From an optimization exercise on the open Yosys and OpenROAD flow, aimed at small area; shortcuts taken in it are not production practice. The RTL was checked by simulation tests, not by an equivalence proof against the original design. Power and IR drop assume default switching activity.

==> flow/design.v <==
module reg_file_dump #(
    parameter int DATA_W   = 64,
    parameter int NUM_REGS = 32
) (
    input  logic              Clk,
    input  logic              Reset_n,
    input  logic [4:0]        ReadSelect1,
    input  logic [4:0]        ReadSelect2,
    input  logic [4:0]        WriteSelect,
    input  logic              RegWrite,
    input  logic [DATA_W-1:0] WriteData,
    output logic [DATA_W-1:0] ReadData1,
    output logic [DATA_W-1:0] ReadData2,
    input  logic              DumpReq,
    input  logic              DumpReady,
    output logic              DumpValid,
    output logic [4:0]        DumpIndex,
    output logic [DATA_W-1:0] DumpData,
    output logic              DumpBusy
);
    localparam int NR = NUM_REGS - 1;    
    logic [NR-1:0][DATA_W-1:0] regs;
    logic          wr;
    logic [NR-1:0] wen;
    logic [NR-1:0] hold;
    assign wr = RegWrite && Reset_n;
    for (genvar i = 0; i < NR; i++) begin : g_wdec
        assign wen[i]  = wr && (WriteSelect == i);
        assign hold[i] = Reset_n && !wen[i];
    end
    for (genvar i = 0; i < NR; i++) begin : g_row
        always_ff @(posedge Clk)
            regs[i] <= (WriteData & {DATA_W{wen[i]}}) | (regs[i] & {DATA_W{hold[i]}});
    end
    function automatic logic [DATA_W-1:0] view_oh(
        input logic [4:0]                  sel,
        input logic                        w,
        input logic [4:0]                  wsel,
        input logic [NR-1:0]               we,
        input logic [DATA_W-1:0]           wdata,
        input logic [NR-1:0][DATA_W-1:0]   r
    );
        logic              byp;
        logic [DATA_W-1:0] acc;
        byp = w && (wsel == sel) && (sel != 5'd31);
        acc = byp ? wdata : '0;
        for (int i = 0; i < NR; i++)
            acc = acc | (r[i] & {DATA_W{(sel == i) && !we[i]}});
        view_oh = acc;
    endfunction
    assign ReadData1 = view_oh(ReadSelect1, wr, WriteSelect, wen, WriteData, regs);
    assign ReadData2 = view_oh(ReadSelect2, wr, WriteSelect, wen, WriteData, regs);
    logic       busy;
    logic       last;
    logic       load;
    logic [4:0] load_idx;
    assign last      = (DumpIndex == 5'd31);
    assign load      = busy ? (DumpReady && !last) : DumpReq;
    assign load_idx  = busy ? DumpIndex + 5'd1 : 5'd0;
    assign DumpBusy  = busy;
    assign DumpValid = busy;
    always_ff @(posedge Clk) begin
        if (!Reset_n)
            busy <= 1'b0;
        else if (busy ? (DumpReady && last) : DumpReq)
            busy <= !busy;
    end
    always_ff @(posedge Clk) begin
        if (load)
            DumpIndex <= load_idx;
    end
    always_ff @(posedge Clk)
        DumpData <= view_oh(load_idx, wr && load, WriteSelect, wen | {NR{!load}}, WriteData, regs)
                    | (DumpData & {DATA_W{!load}});
endmodule
==> flow/flow/run.sh <==
#!/bin/bash
# Own flow: the standard synthesis, then its combinational logic replaced by a
# hand-mapped netlist (flow/gen.py) that keeps every flip-flop of the standard
# synthesis (same instance names and cell types); then the standard layout,
# with minimum-size port buffers, small clock buffers, no CTS dummy
# loads, and less of met1/met2 given to the global router.
set -euo pipefail
R=orfs/results/$FLOW_PLATFORM/reg_file_dump/base
bash standard.sh synth > std_synth.log 2>&1
cp "$R/1_2_yosys.v" std_1_2_yosys.v
python3 flow/gen.py std_1_2_yosys.v gen_1_2_yosys.v > gen.log 2>&1
cp gen_1_2_yosys.v "$R/1_2_yosys.v"
rm -f "$R/1_synth.odb" "$R/1_synth.sdc"
bash standard.sh \
  "FASTROUTE_TCL=$PWD/flow/fastroute.tcl" \
  "BUFFER_PORTS_ARGS=-buffer_cell sky130_fd_sc_hd__buf_1" \
  "CTS_ARGS=-sink_clustering_enable -repair_clock_nets -dont_use_dummy_load -buf_list sky130_fd_sc_hd__clkbuf_8 -sink_clustering_size 16 -sink_clustering_max_diameter 60" \
  finish > std_finish.log 2>&1
==> flow/flow/fastroute.tcl <==
# Global routing layers as the platform sets them, with less of met1 and met2
# offered to the global router so that detailed routing has room for pin
# access on the dense read-mux cells.
set_global_routing_layer_adjustment $::env(MIN_ROUTING_LAYER)-$::env(MAX_ROUTING_LAYER) 0.2
set_global_routing_layer_adjustment met1 0.5
set_global_routing_layer_adjustment met2 0.35

set_routing_layers -clock $::env(MIN_CLK_ROUTING_LAYER)-$::env(MAX_ROUTING_LAYER)
set_routing_layers -signal $::env(MIN_ROUTING_LAYER)-$::env(MAX_ROUTING_LAYER)
==> flow/flow/gen.py <==
#!/usr/bin/env python3
"""Hand-mapped sky130hd netlist of reg_file_dump (rtl/reg_file_dump.sv).

usage: gen.py REF_NETLIST OUT_NETLIST

REF_NETLIST is the standard synthesis (1_2_yosys.v) of the same RTL. Every
flip-flop here carries the instance name and cell type that the standard
synthesis gives it; the script checks that, and stops if they differ.

Structure (per the RTL):
  row i (0..30), bit b:   D = (wen_i & WriteData[b]) | (hold_i & Q)   a22o
  read port / dump bit:   one-hot AND-OR over 31 rows + bypass term:
                          10 a222oi + 1 a22oi -> nand4, nand4, nand3 -> or3
"""
import re
import sys

W = 64
NR = 31

cells = []          # (type, name, {pin: net})
wires = []
_n = [0]


def net():
    _n[0] += 1
    w = f"n{_n[0]}"
    wires.append(w)
    return w


def cell(typ, pins, name=None, out=None):
    """Instantiate sky130_fd_sc_hd__typ. If out is a pin name and pins lacks
    it, a fresh net is made for it and returned."""
    if name is None:
        name = f"g{len(cells)}"
    if out is not None and out not in pins:
        pins[out] = net()
    cells.append((typ, name, dict(pins)))
    return pins.get(out) if out else None


def inv(a):
    return cell("inv_1", {"A": a}, out="Y")


def and2(a, b, s="1"):
    return cell(f"and2_{s}", {"A": a, "B": b}, out="X")


def and3(a, b, c, s="1"):
    return cell(f"and3_{s}", {"A": a, "B": b, "C": c}, out="X")


def and4(a, b, c, d, s="1"):
    return cell(f"and4_{s}", {"A": a, "B": b, "C": c, "D": d}, out="X")


def nand2(a, b):
    return cell("nand2_1", {"A": a, "B": b}, out="Y")


def nor2(a, b, s="1"):
    return cell(f"nor2_{s}", {"A": a, "B": b}, out="Y")


def xor2(a, b):
    return cell("xor2_1", {"A": a, "B": b}, out="X")


def xnor2(a, b):
    return cell("xnor2_1", {"A": a, "B": b}, out="Y")


def predecode(sel, sel_n, gate=None):
    """lo[j] = (sel[1:0] == j), hi[k] = (sel[4:2] == k) [& gate]."""
    lo = []
    for j in range(4):
        b0 = sel[0] if j & 1 else sel_n[0]
        b1 = sel[1] if j & 2 else sel_n[1]
        lo.append(and2(b0, b1, "2"))
    hi = []
    for k in range(8):
        b = [sel[2 + t] if (k >> t) & 1 else sel_n[2 + t] for t in range(3)]
        if gate is None:
            hi.append(and3(b[0], b[1], b[2], "2"))
        else:
            hi.append(and4(gate, b[0], b[1], b[2], "2"))
    return lo, hi


def equal5(a, b):
    x = [xnor2(a[t], b[t]) for t in range(5)]
    return x


def read_port(sel, enb, q, wd, wr, ws, outs, gate=None, extra=None):
    """outs[b] = view(sel) for each bit b (nets given). With gate, every
    select term is also gated by it; extra = (select, [data per bit]) adds
    one more AND-OR term."""
    sel_n = [inv(s) for s in sel]
    lo, hi = predecode(sel, sel_n, gate=gate)
    lines = []
    for i in range(NR):
        lines.append(and3(lo[i & 3], hi[i >> 2], enb[i], "4"))
    # bypass: wr & (ws == sel) & (sel != 31)
    x = equal5(sel, ws)
    not31 = cell("nand4_1", {"A": sel[1], "B": sel[2], "C": sel[3], "D": sel[4]}, out="Y")
    # sel != 31  <=>  !(sel0 & sel1..4)
    n31 = cell("nand2_1", {"A": sel[0], "B": inv(not31)}, out="Y")
    e1 = and4(x[0], x[1], x[2], x[3])
    byp = cell("and4_4", {"A": e1, "B": x[4], "C": n31, "D": wr}, out="X")
    terms = [(lines[i], i) for i in range(NR)] + [(byp, None)]
    if extra is not None:
        terms.append(extra)
    def dat(r, b):
        if r is None:
            return wd[b]
        if isinstance(r, list):
            return r[b]
        return q[r][b]

    for b in range(W):
        ys = []
        t = terms
        k = 0
        while k < len(t):
            grp = t[k:k + 3]
            if len(grp) == 3:
                p = {}
                for (s, r), (pa, pb) in zip(grp, (("A1", "A2"), ("B1", "B2"), ("C1", "C2"))):
                    p[pa] = s
                    p[pb] = dat(r, b)
                ys.append(cell("a222oi_1", p, out="Y"))
            else:
                p = {}
                for (s, r), (pa, pb) in zip(grp, (("A1", "A2"), ("B1", "B2"))):
                    p[pa] = s
                    p[pb] = dat(r, b)
                ys.append(cell("a22oi_1", p, out="Y"))
            k += 3
        assert len(ys) == 11
        o1 = cell("nand4_1", {"A": ys[0], "B": ys[1], "C": ys[2], "D": ys[3]}, out="Y")
        o2 = cell("nand4_1", {"A": ys[4], "B": ys[5], "C": ys[6], "D": ys[7]}, out="Y")
        o3 = cell("nand3_1", {"A": ys[8], "B": ys[9], "C": ys[10]}, out="Y")
        cell("or3_1", {"A": o1, "B": o2, "C": o3, "X": outs[b]})


def build():
    ws = [f"WriteSelect[{t}]" for t in range(5)]
    wd = [f"WriteData[{b}]" for b in range(W)]
    rs1 = [f"ReadSelect1[{t}]" for t in range(5)]
    rs2 = [f"ReadSelect2[{t}]" for t in range(5)]
    idx = [f"DumpIndex[{t}]" for t in range(5)]
    busy = "DumpBusy"

    rstb = inv("Reset_n")
    wr = and2("RegWrite", "Reset_n", "4")
    ws_n = [inv(s) for s in ws]
    lo, hiw = predecode(ws, ws_n, gate=wr)
    wen, enb, hold = [], [], []
    for i in range(NR):
        wen.append(and2(lo[i & 3], hiw[i >> 2], "4"))
        enb.append(nand2(lo[i & 3], hiw[i >> 2]))
        hold.append(nor2(wen[i], rstb, "4"))

    # storage
    q = [[f"q_{i}_{b}" for b in range(W)] for i in range(NR)]
    for i in range(NR):
        for b in range(W):
            wires.append(q[i][b])
            d = cell("a22o_1", {"A1": wen[i], "A2": wd[b], "B1": hold[i], "B2": q[i][b]}, out="X")
            cell("dfxtp_1", {"CLK": "Clk", "D": d, "Q": q[i][b]},
                 name=f"\\regs[{i * W + b}]$_DFF_P_ ")

    # read ports
    read_port(rs1, enb, q, wd, wr, ws, [f"ReadData1[{b}]" for b in range(W)])
    read_port(rs2, enb, q, wd, wr, ws, [f"ReadData2[{b}]" for b in range(W)])

    # dump control
    # last = &idx ; load = busy ? (DumpReady & !last) : DumpReq
    last = and4(idx[1], idx[2], idx[3], idx[4])
    last = and2(last, idx[0])
    nlast = inv(last)
    acc = and2("DumpReady", nlast)
    load = cell("mux2_1", {"A0": "DumpReq", "A1": acc, "S": busy}, out="X")
    # busy next = Reset_n & (busy ? !(DumpReady & last) : DumpReq)
    fin = nand2("DumpReady", last)
    bn = cell("mux2_1", {"A0": "DumpReq", "A1": fin, "S": busy}, out="X")
    bd = and2(bn, "Reset_n")
    cell("dfxtp_1", {"CLK": "Clk", "D": bd, "Q": busy}, name="\\busy$_SDFFE_PN0P_ ")
    cell("buf_1", {"A": busy, "X": "DumpValid"})
    # load_idx = busy ? idx + 1 : 0
    c1 = idx[0]
    c2 = and2(idx[0], idx[1])
    c3 = and3(idx[0], idx[1], idx[2])
    c4 = and4(idx[0], idx[1], idx[2], idx[3])
    inc = [inv(idx[0]), xor2(idx[1], c1), xor2(idx[2], c2), xor2(idx[3], c3), xor2(idx[4], c4)]
    li = [and2(inc[t], busy) for t in range(5)]
    for t in range(5):
        cell("edfxtp_1", {"CLK": "Clk", "D": li[t], "DE": load, "Q": idx[t]},
             name=f"\\DumpIndex[{t}]$_DFFE_PP_ ")
    # DumpData: the snapshot AND-OR, gated by load, plus a hold term
    dd = [net() for b in range(W)]
    nload = inv(load)
    wrl = and2(wr, load)
    read_port(li, enb, q, wd, wrl, ws, dd, gate=load,
              extra=(nload, [f"DumpData[{b}]" for b in range(W)]))
    for b in range(W):
        cell("dfxtp_1", {"CLK": "Clk", "D": dd[b], "Q": f"DumpData[{b}]"},
             name=f"\\DumpData[{b}]$_DFF_P_ ")


HEADER = """module reg_file_dump(Clk, Reset_n, ReadSelect1, ReadSelect2, WriteSelect, RegWrite, WriteData, ReadData1, ReadData2, DumpReq, DumpReady, DumpValid, DumpIndex, DumpData, DumpBusy);
  input Clk;
  input Reset_n;
  input [4:0] ReadSelect1;
  input [4:0] ReadSelect2;
  input [4:0] WriteSelect;
  input RegWrite;
  input [63:0] WriteData;
  output [63:0] ReadData1;
  output [63:0] ReadData2;
  input DumpReq;
  input DumpReady;
  output DumpValid;
  output [4:0] DumpIndex;
  output [63:0] DumpData;
  output DumpBusy;
  wire Clk;
  wire Reset_n;
  wire [4:0] ReadSelect1;
  wire [4:0] ReadSelect2;
  wire [4:0] WriteSelect;
  wire RegWrite;
  wire [63:0] WriteData;
  wire [63:0] ReadData1;
  wire [63:0] ReadData2;
  wire DumpReq;
  wire DumpReady;
  wire DumpValid;
  wire [4:0] DumpIndex;
  wire [63:0] DumpData;
  wire DumpBusy;
"""


def ref_flops(path):
    t = open(path).read()
    out = {}
    for typ, name in re.findall(r"sky130_fd_sc_hd__(\w*df\w*)\s+(\\\S+ |\S+)\s*\(", t):
        out[name.strip()] = re.sub(r"_\d+$", "", typ)
    return out


def main():
    ref, dst = sys.argv[1], sys.argv[2]
    build()
    mine = {n.strip(): re.sub(r"_\d+$", "", t) for t, n, _ in cells if "df" in t}
    want = ref_flops(ref)
    if mine != want:
        a = set(mine.items()) - set(want.items())
        b = set(want.items()) - set(mine.items())
        sys.exit(f"flip-flops differ from the standard synthesis: extra {sorted(a)[:5]} missing {sorted(b)[:5]}")
    with open(dst, "w") as f:
        f.write(HEADER)
        for w in wires:
            f.write(f"  wire {w};\n")
        for typ, name, pins in cells:
            conns = ", ".join(f".{p}({n})" for p, n in pins.items())
            f.write(f"  sky130_fd_sc_hd__{typ} {name} ({conns});\n")
        f.write("endmodule\n")
    area = {}
    print(f"{len(cells)} cells, {len(mine)} flip-flops")


if __name__ == "__main__":
    main()
==> flow/standard.sh <==
#!/bin/bash
# synth_recipe.tcl (not shown) runs the flow's synth.tcl, then flattens the netlist and writes it again
# the make line also repeats each setting of config.mk as NAME=value (left out here)
make -C /OpenROAD-flow-scripts/flow DESIGN_CONFIG=/design/flow/config.mk WORK_HOME=/design/flow/orfs CLKGATE_MAP_FILE= SYNTH_SCRIPT=/design/flow/synth_recipe.tcl "${@:-finish}"
==> flow/config.mk <==
export PLATFORM = sky130hd
export DESIGN_NAME = reg_file_dump
export DESIGN_NICKNAME = reg_file_dump
export VERILOG_FILES = /design/flow/design.v
export SDC_FILE = /design/flow/constraint.sdc
export NUM_CORES = 4
export LEC_CHECK = 0
export CAP_MARGIN = 20
export CELL_PAD_IN_SITES_DETAIL_PLACEMENT = 1
export CELL_PAD_IN_SITES_GLOBAL_PLACEMENT = 1
export CORE_MARGIN = 2
export CORE_UTILIZATION = 40
export GPL_TIMING_DRIVEN = 0
export PLACE_DENSITY = 0.55
export SETUP_SLACK_MARGIN = 0.1
export SLEW_MARGIN = 20
==> flow/constraint.sdc <==
create_clock -name core_clock -period 7.0 [get_ports {Clk}]
set_input_delay 1.4000 -clock core_clock [delete_from_list [all_inputs] [get_ports {Clk}]]
set_output_delay 1.4000 -clock core_clock [all_outputs]
set_load 0.01 [all_outputs]
==> results of run 1 <==
## metrics by stage
stage	cells	cell area (um2)	util [%]	hold WS [ns]
after global routing	11000	103000	48.1	0.546
after detailed placement	10743	101000	46.9	0.506
after CTS	10930	103000	48.1	0.529
final	11040	104000	48.2	0.532
after global placement	10348	91200	42.5	0.498
after floorplan	7228	86600	-	0.485
## final timing paths
check | from | end | slack, ns | depth (start not counted)
worst max register to register | DumpIndex[2] | DumpData[2] | 2.74 | 12
worst max-delay path | Reset_n | ReadData1[2] | 0.11 | 11
worst min register to register | regs[268] | regs[268] | 0.53 | 1
worst min-delay path | regs[268] | regs[268] | 0.53 | 1
## registers in the layout (all words and copies together) (netlist names)
name	cells
regs	1984
DumpIndex	5
busy	1
DumpData	64
## worst max-delay path: cells and delay by family
kind                   cells  cell delay, ns
AO/OA/AOI/OAI              1            0.44
buffers and inverters      4            1.24
AND/OR/NAND/NOR            6            2.33
## cells in the final DEF, fill, tap and decap left out
| cell type | count |
|---|---|
| sky130_fd_sc_hd__clkbuf_8 | 187 |
| sky130_fd_sc_hd__nand3_1 | 192 |
| sky130_fd_sc_hd__and3_1 | 1 |
| sky130_fd_sc_hd__nand4_1 | 387 |
| sky130_fd_sc_hd__buf_2 | 64 |
| sky130_fd_sc_hd__and4_4 | 3 |
| sky130_fd_sc_hd__inv_4 | 1 |
| sky130_fd_sc_hd__and3_4 | 93 |
| sky130_fd_sc_hd__inv_6 | 1 |
| sky130_fd_sc_hd__dfxtp_1 | 2049 |
| sky130_fd_sc_hd__buf_12 | 199 |
| sky130_fd_sc_hd__inv_1 | 25 |
| sky130_fd_sc_hd__and2_1 | 10 |
| sky130_fd_sc_hd__mux2_1 | 2 |
| sky130_fd_sc_hd__a222oi_1 | 1984 |
| sky130_fd_sc_hd__and4_2 | 16 |
| sky130_fd_sc_hd__xnor2_1 | 15 |
| sky130_fd_sc_hd__nor2_4 | 31 |
| sky130_fd_sc_hd__and3_2 | 16 |
| sky130_fd_sc_hd__xor2_1 | 4 |
| sky130_fd_sc_hd__a22o_1 | 1984 |
| sky130_fd_sc_hd__and2_2 | 16 |
| sky130_fd_sc_hd__or3_1 | 192 |
| sky130_fd_sc_hd__diode_2 | 110 |
| sky130_fd_sc_hd__buf_16 | 196 |
| sky130_fd_sc_hd__buf_1 | 219 |
| sky130_fd_sc_hd__and4_1 | 5 |
| sky130_fd_sc_hd__nand2_1 | 35 |
| sky130_fd_sc_hd__and2_4 | 32 |
| sky130_fd_sc_hd__edfxtp_1 | 5 |
| sky130_fd_sc_hd__a22oi_1 | 128 |
## layer usage
layer	global-route usage (%)	routed length, um	up-vias
li1	-	-	37249
met1	75.4	197000	50195
met2	79.9	231000	12274
met3	58.6	127000	4486
met4	60.1	68200	182
met5	22.2	4210	-
## area by class of cell
| class | instances | area, um2 | area share, % |
|---|---|---|---|
| clock buffer | 187 | 2570 | 2.49 |
| tap | 2838 | 3550 | 3.43 |
| inverter | 27 | 109 | 0.105 |
| buffer | 1 | 3.75 | 0.00363 |
| timing repair buffer | 677 | 10500 | 10.2 |
| antenna | 110 | 275 | 0.266 |
| multi-input combinational | 5146 | 45300 | 43.8 |
| sequential | 2054 | 41200 | 39.8 |
## report_power, final
part / switching (mW) / internal (mW) / total [mW]
clock network: 4.35 / 2.37 / 6.72
registers: 0.109 / 11.8 / 11.9
logic: 1.51 / 0.463 / 1.97
==> flow_summary.json, run 1 <==
{
  "layout_area_overhead_pct": 19.5,
  "clk_transition_reported_paths_ns": 0.05,
  "hpwlAfterDp_um": 389000,
  "leakagePower_nw": 35.7,
  "floorplan.die.width_um": 469,
  "cts_hold_buffers": 0,
  "hold_path.class": "reg -> reg",
  "syn_nets": 7312,
  "initial_utilization_pct": 40.3,
  "critPathMaxFanout": 23,
  "worstPathCellList": "buf_1, and2_4, and4_2, nand2_1, and3_4, buf_12, buf_12, a222oi_1, nand4_1, or3_1, buf_1",
  "timing.final.crit_period_ns": 6.89,
  "count_of_nets_left_with_antenna_violations_after_detail_routing": 0,
  "clock_path_buffers": 3,
  "grt_pass1_vias": 110089,
  "finalNetCount": 8178,
  "finalSetupTns_ns": 0,
  "post_cts.resized_instances": 0,
  "overflow": 0,
  "cts_tree": "done",
  "outcome": "no timing/DRC/antenna violations",
  "rsz_0062_raised_after_global_routing": "no",
  "final-setup-viol-count": 0,
  "routed-via-count": 104386,
  "timing.slew.headroom_pct": 27.1,
  "yosys_warnings": 1,
  "die_height_um": 469,
  "cts_root_buf": "sky130_fd_sc_hd__clkbuf_8",
  "track_usage_pct": 67.9,
  "worst_ep_required_time_ns": 5.60,
  "timing.critical_path.slowest_cell_delay_ns": 0.58,
  "post_drt_via_cell_ratio": 9.46,
  "timing.final.max_slew_violations": 0,
  "gp_congestion": 0.894,
  "floorplan.io_pins": 283,
  "hold_viol_final": 0,
  "share_of_final_layout_standard_cells_stronger_than_drive_strength_1_pct": 10.6,
  "drt_iter0_drc": 19002,
  "detailedPlace.worstSlack_ns": 0.497,
  "clkLatencyLatePin_ns": 1.09,
  "worst-setup-path-type": "in -> out",
  "final_clock_period_utilization_by_the_worst_path_pct": 98.4,
  "cts_setup_buffers": 0,
  "cp-end-kind": "output port",
  "cts-buffers-inserted": 187,
  "irDropWorstVdd_v": 0.000231,
  "critPathLaunchType": "input pin",
  "grt_pass1_wl_um": 873000,
  "antenna_found_initial": 117,
  "power_per_cell_area_mw_per_mm2": 199,
  "die_area_mm2": 0.220,
  "slowest_stage": "sky130_fd_sc_hd__buf_1",
  "post-route-worst-setup-slack_ns": 0.111,
  "drv_cap": 0,
  "clock_sinks": 2054,
  "fin_total_pwr_mw": 20.6,
  "synth.avg_cell_area_um2": 12.0,
  "critPathArrivalTime_ns": 5.49,
  "post_synth_instance_area_mm2": 0.0866,
  "fill_cells": 22102,
  "finClkSkew_ns": 0.0842,
  "core_area_mm2": 0.215,
  "detail_route.first_pass.iterations": 15,
  "maximum_number_of_pins_on_one_net_before_global_route_repair": 35,
  "synth_cells": 7228,
  "measured_slew_at_the_worst_slew_check_pin_ns": 1.09,
  "htree_num_levels": 4,
  "num_rows": 170,
  "maximum_operating_frequency_ghz": 0.145,
  "port_buffers": 282,
  "postRouteWirelength_um": 628000,
  "remaining_drc_errors": 0,
  "detail_route.wl_per_cell_um": 56.9
}
==> inputs of run 2 (changes only) <==
--- a/flow/config.mk
+++ b/flow/config.mk
@@ -10,7 +10,6 @@
 export CELL_PAD_IN_SITES_GLOBAL_PLACEMENT = 1
 export CORE_MARGIN = 2
 export CORE_UTILIZATION = 40
-export GPL_TIMING_DRIVEN = 0
 export PLACE_DENSITY = 0.55
 export SETUP_SLACK_MARGIN = 0.1
 export SLEW_MARGIN = 20
==> flow_summary.json, run 2 <==
{
  "drv_cap": 0,
  "synth_cells": 7228,
  "place.detailed.instances": 10710,
  "clock_sinks": 2054,
  "power_per_cell_area_mw_per_mm2": 207,
  "grt_pass1_vias": 106185,
  "syn_nets": 7312,
  "reg2reg_setup_slack_ns": 2.23,
  "finalNetCount": 8152,
  "hold_viol_final": 0,
  "fin_total_pwr_mw": 20.1,
  "floorplan.io_pins": 283,
  "crit_reg_reg_startpoint": "DumpIndex[3]",
  "antenna_found_initial": 89,
  "finClkSkew_ns": 0.0614,
  "hold_path.class": "reg -> reg",
  "htree_num_levels": 4,
  "most_common_cell_after_layout_fill_and_taps_aside": "sky130_fd_sc_hd__dfxtp_1",
  "post_synth_instance_area_mm2": 0.0866,
  "clock_path_buffers": 3,
  "gp_congestion": 1.03,
  "maximum_number_of_pins_on_one_net_before_global_route_repair": 65,
  "measured_slew_at_the_worst_slew_check_pin_ns": 1.23,
  "cp-end-kind": "output port",
  "layout.area.seq_mm2": 0.0412,
  "leakagePower_nw": 33.6,
  "post_cts.resized_instances": 0,
  "synth.avg_cell_area_um2": 12.0,
  "registers_with_the_most_flip_flops": "regs x1984, DumpData x64, DumpIndex x5",
  "fill_cells": 22775,
  "post_drt_via_cell_ratio": 9.16,
  "detail_route.first_pass.iterations": 21,
  "share_of_final_layout_standard_cells_stronger_than_drive_strength_1_pct": 9.50,
  "most_flop_heavy_register": "regs",
  "outcome": "no timing/DRC/antenna violations",
  "cts_setup_buffers": 0,
  "worst_setup_path_startpoint": "WriteSelect[0]",
  "cts_tree": "done",
  "multi_input_combinational_cell_area_mm2": 0.0453,
  "worst-setup-path-type": "in -> out",
  "final_cells": 10985,
  "layout_area_overhead_pct": 12.5,
  "routed-via-count": 100643,
  "cts-buffers-inserted": 183,
  "cts_hold_buffers": 0,
  "overflow": 0,
  "final_clock_period_utilization_by_the_worst_path_pct": 92.6,
  "yosys_warnings": 1,
  "timing.final.max_slew_violations": 0,
  "rsz_0062_raised_after_global_routing": "no",
  "crit-reg2reg-capture": "DumpData[58]",
  "count_of_nets_left_with_antenna_violations_after_detail_routing": 0,
  "hpwlAfterDp_um": 350000,
  "maximum_operating_frequency_ghz": 0.154,
  "endpoint": "ReadData1[9]",
  "remaining_drc_errors": 0,
  "critPathArrivalTime_ns": 5.08,
  "worst_ep_required_time_ns": 5.60,
  "rr_worst_depth": 11,
  "irDropWorstVdd_v": 0.000218,
  "cts_root_buf": "sky130_fd_sc_hd__clkbuf_8",
  "floorplan.die.width_um": 469,
  "critPathMaxFanout": 35,
  "finalSetupTns_ns": 0,
  "fin_hold_ws_ns": 0.533,
  "clk_transition_reported_paths_ns": 0.06,
  "num_rows": 170,
  "track_usage_pct": 63.4,
  "timing.slew.headroom_pct": 18.0,
  "die_height_um": 469,
  "initial_utilization_pct": 40.3,
  "final-setup-viol-count": 0,
  "mostFrequentLayoutCells": "sky130_fd_sc_hd__dfxtp_1, sky130_fd_sc_hd__a22o_1, sky130_fd_sc_hd__a222oi_1",
  "die_area_mm2": 0.220,
  "largest_reg_flops": 1984,
  "clkLatencyLatePin_ns": 1.04,
  "core_area_mm2": 0.215,
  "drt_iter0_drc": 19092,
  "critPathLaunchType": "input pin",
  "postRouteWirelength_um": 592000,
  "grt_pass1_wl_um": 819000,
  "port_buffers": 282,
  "detail_route.wl_per_cell_um": 53.9,
  "timing.final.crit_period_ns": 6.48
}
==> run 2: power by group <==
group / internal, mW / leakage [nW] / switching, mW / total, mW
registers: 11.8 / 16.6 / 0.111 / 11.9
clock network: 2.32 / 1.32 / 4.29 / 6.61
logic: 0.262 / 15.7 / 1.36 / 1.63
total: 14.4 / 33.6 / 5.76 / 20.1
==> run 2: critical path, cell delays in order <==
cell                       delay, ns
sky130_fd_sc_hd__buf_1          0.47
sky130_fd_sc_hd__and2_2         0.52
sky130_fd_sc_hd__nand2_1        0.17
sky130_fd_sc_hd__and3_4         0.49
sky130_fd_sc_hd__buf_4          0.35
sky130_fd_sc_hd__a222oi_1       0.46
sky130_fd_sc_hd__nand4_1        0.47
sky130_fd_sc_hd__or3_1          0.54
sky130_fd_sc_hd__buf_1          0.15
==> run 2: how the worst min path moves through the flow <==
stage | startpoint | endpoint | slack (ns) | depth (start not counted)
4_1_cts | regs[415] | regs[415] | 0.53 | 1
6_report | regs[978] | regs[978] | 0.53 | 1
3_5_place_dp | regs[979] | regs[979] | 0.50 | 1
3_3_place_gp | regs[1730] | regs[1730] | 0.50 | 1
2_1_floorplan | regs[0] | regs[0] | 0.48 | 1
5_1_grt | regs[1145] | regs[1145] | 0.55 | 1
==> run 2: final cells by class <==
| type | count | area share (%) |
|---|---|---|
| diodes | 81 | 0.208 |
| repair buffers | 656 | 4.64 |
| well taps | 2838 | 3.65 |
| clock buffers | 183 | 2.59 |
| inverters | 27 | 0.107 |
| flip-flops and latches | 2054 | 42.3 |
| multi-input cells | 5146 | 46.5 |
==> run 2: per-stage QoR <==
stage	util (%)	setup slack, ns	instance area [um2]
global placement	43.9	0.766	94300
finish	45.3	0.518	97400
CTS	45.1	0.751	96900
floorplan	-	2.46	86600
detailed placement	43.9	0.756	94400
global route	45.3	0.562	97200
==> run 2: routing by layer <==
metal | up-vias | track usage [%] | part of all wire (%)
met2 | 10654 | 76.8 | 37
met5 | - | 8.87 | 0.37
met1 | 49296 | 74.7 | 33
met3 | 3485 | 50.5 | 19
li1 | 37103 | - | -
met4 | 105 | 55.0 | 11

## afterwards: timing with drivers on the ports
How much do the figures lean on ideal ports? The routed layouts below were timed once more, with nothing changed but the port constraints. Step 1 assumes that a clkbuf_16 drives the clock port and a buf_2 every other input. Step 2 moves the port delays by t, midway between the first and last clock arrival at a register: inputs arrive t later, outputs are due t later. That takes back most of the time a late clock gives input paths. Three values: ideal, step 1, step 2; two values: the first two.
run	t, ns	setup WS [ns]	hold WS [ns]
run 1	1.141	0.111 / 0.077 / 0.077	0.532 / 0.532 / 0.532
run 2	1.102	0.518 / 0.494 / 0.494	0.533 / 0.533 / 0.533
After both steps setup and hold are still met in every run listed. The setup slack of run 1, which loses most, moves by -0.034 ns with the drivers and by -0.034 ns with both steps.
